Context: an optimization exercise on an open-source flow, tuned for small area and a short achievable clock period. The choices shown serve that exercise and are no tape-out recipe.
At most, simulation tests tie the RTL to the original design; equivalence was not proved.
Power and IR drop assume default switching activity.

## try-lagoon
Design ex_stage, start of the top module:
module ex_stage (
	input  logic        clk,
	input  logic        rst_i,
	input  logic        valid_i,
	input  logic [31:0] inst_i,
	input  logic [63:0] op1_i,
	input  logic [63:0] op2_i,
	input  logic [63:0] jump_base_i,
	input  logic [63:0] jump_offset_i,
	input  logic        reg_wr_en_i,
	input  logic [4:0]  reg_wr_addr_i,
	output logic        out_valid_o,
	output logic        reg_wr_en_o,
	output logic [4:0]  reg_wr_addr_o,
	output logic [63:0] reg_wr_data_o,
	output logic        jump_en_o,
	output logic [63:0] jump_addr_o
);
	parameter int LO       = 32;
	parameter int ADD_ARCH = 0;
	parameter int LO_ARCH  = 0;
	parameter int CMP_ARCH = 0;
	parameter int TGT_ARCH = 0;
	localparam int HI = 64 - LO;
	logic [6:0] opc;
	logic [2:0] f3;
	logic       b30;
	logic       is_op, is_opi, is_alu, is_br, is_jmp, is_add;
	assign opc    = inst_i[6:0];
	assign f3     = inst_i[14:12];
	assign b30    = inst_i[30];
	assign is_op  = opc == 7'b0110011;
	assign is_opi = opc == 7'b0010011;
	assign is_alu = is_op | is_opi;
	assign is_br  = opc == 7'b1100011;
	assign is_jmp = (opc == 7'b1101111) | (opc == 7'b1100111);
	assign is_add = is_jmp | (opc == 7'b0110111) | (opc == 7'b0010111);
	logic op_sum, op_sub, op_slt, op_sltu, op_sh, op_sll, op_sra;
	logic op_xor, op_or, op_and;
	assign op_sum  = is_add | (is_alu & (f3 == 3'b000));
	assign op_sub  = is_op & (f3 == 3'b000) & b30;
	assign op_slt  = is_alu & (f3 == 3'b010);
	assign op_sltu = is_alu & (f3 == 3'b011);
	assign op_sh   = is_alu & (f3[1:0] == 2'b01);
	assign op_sll  = is_alu & (f3 == 3'b001);
	assign op_sra  = is_alu & (f3 == 3'b101) & b30;
	assign op_xor  = is_alu & (f3 == 3'b100);
	assign op_or   = is_alu & (f3 == 3'b110);
	assign op_and  = is_alu & (f3 == 3'b111);
	logic [63:0] cmp_c;
	logic        lt_u, lt_s, eq, taken;
	ex_prefix #(.W(64), .ARCH(CMP_ARCH)) u_cmp (
		.g   (~op1_i & op2_i),
  ...
Settings: LEC_CHECK=0, CAP_MARGIN=20, CORE_MARGIN=2, CORE_UTILIZATION=60, CTS_BUF_LIST=sky130_fd_sc_hd__clkbuf_4 sky130_fd_sc_hd__clkbuf_8, SETUP_SLACK_MARGIN=2.3, SLEW_MARGIN=20, TNS_END_PERCENT=5; clock period 5.0 ns.
standard.sh (not shown) runs the stock make flow with config.mk's settings and CLKGATE_MAP_FILE= SYNTH_SCRIPT=/design/flow/synth_recipe.tcl, a recipe that flattens the netlist after the stock synthesis.
==> flow/flow/run.sh <==
#!/bin/bash
# Standard layout, with plain buf_1 cells as the port buffers.
bash standard.sh BUFFER_PORTS_ARGS="-buffer_cell sky130_fd_sc_hd__buf_1" > standard.log 2>&1
Edits applied to the flow inputs when going from try-lagoon to try-onyx:
- clearing CTS_BUF_LIST, which used to be sky130_fd_sc_hd__clkbuf_4 sky130_fd_sc_hd__clkbuf_8
- clearing TNS_END_PERCENT, which used to be 5
- putting PLACE_DENSITY at 0.7 where nothing was set
[summary]
In the reports for try-lagoon and try-onyx, the larger sequential share of cell area belongs to try-lagoon.
Re xor and xnor area share after synthesis: no difference whatsoever between try-onyx and try-lagoon.
Compared with try-lagoon, try-onyx degrades post-route minimum period.
try-lagoon ended up with sky130_fd_sc_hd__buf_1 as its leading cell type in the layout, fill and taps excluded; try-onyx ended up with sky130_fd_sc_hd__dfxtp_1.
Diff try-lagoon -> try-onyx: total clock buffers created by CTS fell 21; part of the cycle the worst path needs grew by 5.1 points; sequential cell area in the final layout did not really move; number of synthesized flops with an enable pin about even.
Setup slack delta for try-onyx relative to try-lagoon: 0.26 ns lower
try-lagoon → try-onyx: number of core rows saw little to no change; routed wire length saw an increase.
[inputs] try-fjord vs try-onyx
- TNS_END_PERCENT newly set to 5
- PLACE_DENSITY removed (was 0.7)
[summary]
try-fjord ended up with sky130_fd_sc_hd__fa_2 as its standard cell with the maximum stage delay on the critical path; try-onyx ended up with sky130_fd_sc_hd__nor3_1.
Sort try-onyx and try-fjord by sequential share of cell area desc -> top: try-fjord
Summary of try-fjord over try-onyx: power in the clock group has remained practically unchanged, worst hold-check slack has decreased, layout buffer count excluding clock buffers has decreased, number of setup violations in the final report has remained practically unchanged.
The higher via count of try-onyx and try-fjord is in try-onyx.
The final reports for try-fjord and try-onyx show setup slack higher in the former.
Max critical path depth across try-onyx and try-fjord: try-fjord
On try-fjord: static power due to leakage is 9.1% lower than what try-onyx gave.
Compared with try-onyx, total power after layout in try-fjord decreased by a little under 10%.
### try-fjord -> try-sierra
- CORE_UTILIZATION now 40, was 60
- TNS_END_PERCENT no longer set, was 5
--- outcome ---
Global routing met3 resource utilization: try-sierra < try-fjord. For worst hold slack, try-fjord and try-sierra come out practically identical. Looking at try-fjord and try-sierra, the number of clock sinks is a wash. Combinational power share (try-sierra over try-fjord): increase, 1.4 points. Re wire length of the first global-routing pass: try-sierra is 4900 um up on try-fjord. The final worst-path cycle share of try-fjord and that of try-sierra are within noise of each other.
No run of this note included a check of the RTL's function; only the layout flow was run.

ex_stage, a different RTL version from the one above (not shown whole).
Size: roughly 4000 cells after synthesis, roughly 430 I/O pins, about 26000 um^2 of cells after synthesis.
export LEC_CHECK = 0
export ABC_AREA = 1
export CAP_MARGIN = 20
export CORE_MARGIN = 2
export CORE_UTILIZATION = 60
export CTS_CLUSTER_DIAMETER = 80
export CTS_CLUSTER_SIZE = 24
export SETUP_SLACK_MARGIN = 2.9
export SLEW_MARGIN = 20
export TNS_END_PERCENT = 5
create_clock -name core_clock -period 5.0 [get_ports {clk}]
==> flow/flow/run.sh <==
#!/bin/bash
# Standard layout, with plain buf_1 cells as the port buffers and more
# antenna repair passes. If antenna violations remain after detailed
# routing, the layout is redone once with a slightly different placement
# density so that the routes change.
ARGS=(BUFFER_PORTS_ARGS="-buffer_cell sky130_fd_sc_hd__buf_1" MAX_REPAIR_ANTENNAS_ITER_DRT=10 MAX_REPAIR_ANTENNAS_ITER_GRT=10)
bash standard.sh "${ARGS[@]}" > standard.log 2>&1
REP=orfs/reports/sky130hd/ex_stage/base/drt_antennas.log
if [[ ! -f out/final.def ]] || grep -q VIOLATED "$REP" 2>/dev/null; then
  mkdir -p attempt1
  cp standard.log attempt1/standard.log
  cp -r orfs/logs attempt1/logs 2>/dev/null
  cp "$REP" attempt1/ 2>/dev/null
  rm -rf orfs out/final.def
  bash standard.sh "${ARGS[@]}" PLACE_DENSITY_LB_ADDON=0.02 > standard_retry.log 2>&1
fi
The baseline completed with no timing, DRC or antenna violations.
Then changed:
Settings changed: SETUP_SLACK_MARGIN 2.9 to 2.7.
After rerunning: The changed run went through all stages and came out clean. Synthesized area stays the same. Clock-buffer cell count falls by 1. Total power drops by 0.77%. Worst hold slack gets worse by 0.0064 ns.

wip/delta:
Another version of the RTL of ex_stage (not shown whole).
Size: about 350 flip-flops, about 430 I/O pins, ~0.026 mm^2 of cells after synthesis.
==> flow/design.v (excerpt) <==
module ex_stage (
	input  logic        clk,
	input  logic        rst_i,
	input  logic        valid_i,
	input  logic [31:0] inst_i,
	input  logic [63:0] op1_i,
	input  logic [63:0] op2_i,
	input  logic [63:0] jump_base_i,
	input  logic [63:0] jump_offset_i,
	input  logic        reg_wr_en_i,
	input  logic [4:0]  reg_wr_addr_i,
	output logic        out_valid_o,
	output logic        reg_wr_en_o,
	output logic [4:0]  reg_wr_addr_o,
	output logic [63:0] reg_wr_data_o,
	output logic        jump_en_o,
	output logic [63:0] jump_addr_o
);
==> flow/config.mk <==
export PLATFORM = sky130hd
export DESIGN_NAME = ex_stage
export DESIGN_NICKNAME = ex_stage
export VERILOG_FILES = /design/flow/design.v
export SDC_FILE = /design/flow/constraint.sdc
export NUM_CORES = 4
export LEC_CHECK = 0
export ABC_AREA = 1
export CAP_MARGIN = 20
export CORE_MARGIN = 2
export CORE_UTILIZATION = 60
export SETUP_SLACK_MARGIN = 2.7
export SLEW_MARGIN = 20
export TNS_END_PERCENT = 5
==> flow/constraint.sdc <==
create_clock -name core_clock -period 5.0 [get_ports {clk}]
set_input_delay 1.0000 -clock core_clock [delete_from_list [all_inputs] [get_ports {clk}]]
set_output_delay 1.0000 -clock core_clock [all_outputs]
set_load 0.01 [all_outputs]
Scripts as last shown in full above: flow/flow/run.sh
Changes in wip/garnet relative to wip/delta:
==> flow/flow/run.sh <==
#!/bin/bash
# Standard layout, with plain buf_1 cells as the port buffers.
bash standard.sh BUFFER_PORTS_ARGS="-buffer_cell sky130_fd_sc_hd__buf_1" > standard.log 2>&1
diff --git a/flow/config.mk b/flow/config.mk
--- a/flow/config.mk
+++ b/flow/config.mk
@@ -11,3 +11,3 @@
 export CORE_UTILIZATION = 60
-export SETUP_SLACK_MARGIN = 2.7
+export SETUP_SLACK_MARGIN = 2.3
 export SLEW_MARGIN = 20
--- outcome ---
- No crash in wip/garnet: every stage finished, but the layout fails its final checks due to antenna violations.
- The cell depth of the worst hold path was comparable across wip/delta and wip/garnet.
- Compared with wip/delta, in wip/garnet sequential power share rose 0.6 points, count of non-filler cells in the finished layout now sits lower, wire length of the first global-routing pass moved down.
- Worst hold slack across all endpoints ended up 16 ps higher on wip/garnet than on wip/delta.
- In the flow results for wip/delta and wip/garnet, the final critical delay including setup and external delays is larger on wip/garnet.
- Against wip/delta, wip/garnet comes in about 2% higher on clock power.
- Between wip/delta and wip/garnet, the flow reports maximum frequency decreasing by a few percent.
- Against wip/delta, wip/garnet comes in 0.40 points lower on overall fraction of global-route tracks in use.
- Actual slew at the worst max-slew pin up 130 ps in wip/garnet wrt wip/delta
The inputs of wip/indigo differ from those of wip/garnet as listed below.
==> flow/flow/run.sh <==
#!/bin/bash
# Standard layout, with plain buf_1 cells as the port buffers and more
# antenna repair passes. If antenna violations remain after detailed
# routing, the layout is redone once with a slightly different placement
# density so that the routes change.
ARGS=(BUFFER_PORTS_ARGS="-buffer_cell sky130_fd_sc_hd__buf_1" MAX_REPAIR_ANTENNAS_ITER_DRT=10 MAX_REPAIR_ANTENNAS_ITER_GRT=10)
bash standard.sh "${ARGS[@]}" > standard.log 2>&1
REP=orfs/reports/sky130hd/ex_stage/base/drt_antennas.log
if [[ ! -f out/final.def ]] || grep -q VIOLATED "$REP" 2>/dev/null; then
  mkdir -p attempt1
  cp standard.log attempt1/standard.log
  cp -r orfs/logs attempt1/logs 2>/dev/null
  cp "$REP" attempt1/ 2>/dev/null
  rm -rf orfs out/final.def
  bash standard.sh "${ARGS[@]}" PLACE_DENSITY_LB_ADDON=0.02 > standard_retry.log 2>&1
fi
diff --git a/flow/config.mk b/flow/config.mk
--- a/flow/config.mk
+++ b/flow/config.mk
@@ -11,3 +11,5 @@
 export CORE_UTILIZATION = 60
-export SETUP_SLACK_MARGIN = 2.3
+export CTS_CLUSTER_DIAMETER = 80
+export CTS_CLUSTER_SIZE = 24
+export SETUP_SLACK_MARGIN = 3.0
 export SLEW_MARGIN = 20
Notes after the runs:
- On internal power summed over all cells: between wip/indigo and wip/garnet, it ends up lower for wip/indigo.
- Compared with wip/garnet, wip/indigo is more frugal on power.
- Run comparison: wip/indigo critical path launch point p1[48]$_DFF_P_; wip/garnet critical path launch point op1_i[0]
- Sort wip/indigo and wip/garnet by sequential share of power, ascending, and wip/garnet comes first.
- wip/indigo closes out successfully: all stages finished, all timing, DRC and antenna checks passed.
- Cmp wip/indigo and wip/garnet / worst relative slew slack / higher: wip/indigo
--- input diff wip/indigo..wip/ember ---
diff --git a/flow/config.mk b/flow/config.mk
--- a/flow/config.mk
+++ b/flow/config.mk
@@ -10,6 +10,6 @@
 export CORE_MARGIN = 2
-export CORE_UTILIZATION = 60
+export CORE_UTILIZATION = 66
 export CTS_CLUSTER_DIAMETER = 80
 export CTS_CLUSTER_SIZE = 24
-export SETUP_SLACK_MARGIN = 3.0
+export SETUP_SLACK_MARGIN = 2.7
 export SLEW_MARGIN = 20
## What came out
wip/ember: all stages complete, timing, DRC and antenna checks passed. Net switching power figure delta (wip/ember − wip/indigo): unfavourable. Worst setup skew after layout: higher on wip/indigo. Critical path depth: wip/ember vs wip/indigo down 2. wip/ember against wip/indigo: power of the sequential group now sits at about the same level, via count now sits higher, part of the power in combinational logic now sits lower. Comparing wip/ember and wip/indigo, the higher clock network contribution to total cell area was measured on wip/ember. wip/ember ended up with a lower worst path setup slack after routing than wip/indigo did. From wip/indigo to wip/ember, post-detailed-route count of antenna-violating nets did not move at all. Register share of the cell area (wip/ember over wip/indigo): increase, 0.69 points.

[port drivers added, routing unchanged]
Ports are ideal in the flow. The routed layouts listed here were re-timed in OpenROAD.
Step 1: set_driving_cell puts a clkbuf_16 on clk and a buf_2 on each other input, an assumption about the parent block.
Step 2 times the ports against the registers' clock, not the clock port: input delays grow and output delays shrink by t, the midpoint of the rising clock arrivals with the driver on.
a / b / c = no drivers / after step 1 / after step 2; a / b = the first two.
run | shift t [ns] | setup WS [ns] | latest minus earliest clock arrival (ns)
try-lagoon | 0.714 | 1.636 / 1.635 / 0.921 | 0.042 / 0.042
try-onyx | 0.634 | 1.379 / 1.390 / 0.756 | 0.032 / 0.032
try-fjord | 0.627 | 1.666 / 1.613 / 0.986 | 0.032 / 0.032
try-sierra | 0.627 | 1.664 / 1.661 / 1.034 | 0.014 / 0.014
the first run of note 2 | 0.614 | 2.447 / 2.414 / 1.866 | 0.033 / 0.034
the second run of note 2 | 0.617 | 2.397 / 2.423 / 1.807 | 0.032 / 0.033
wip/delta | 0.631 | 2.363 / 2.357 / 1.726 | 0.053 / 0.053
wip/garnet | 0.625 | 2.235 / 2.261 / 1.647 | 0.021 / 0.021
wip/indigo | 0.623 | 2.438 / 2.414 / 1.846 | 0.053 / 0.053
wip/ember | 0.639 | 2.393 / 2.393 / 1.834 | 0.024 / 0.023
The setup slack of try-lagoon, which loses most, moves by -0.001 ns with the drivers and by -0.715 ns with both steps.
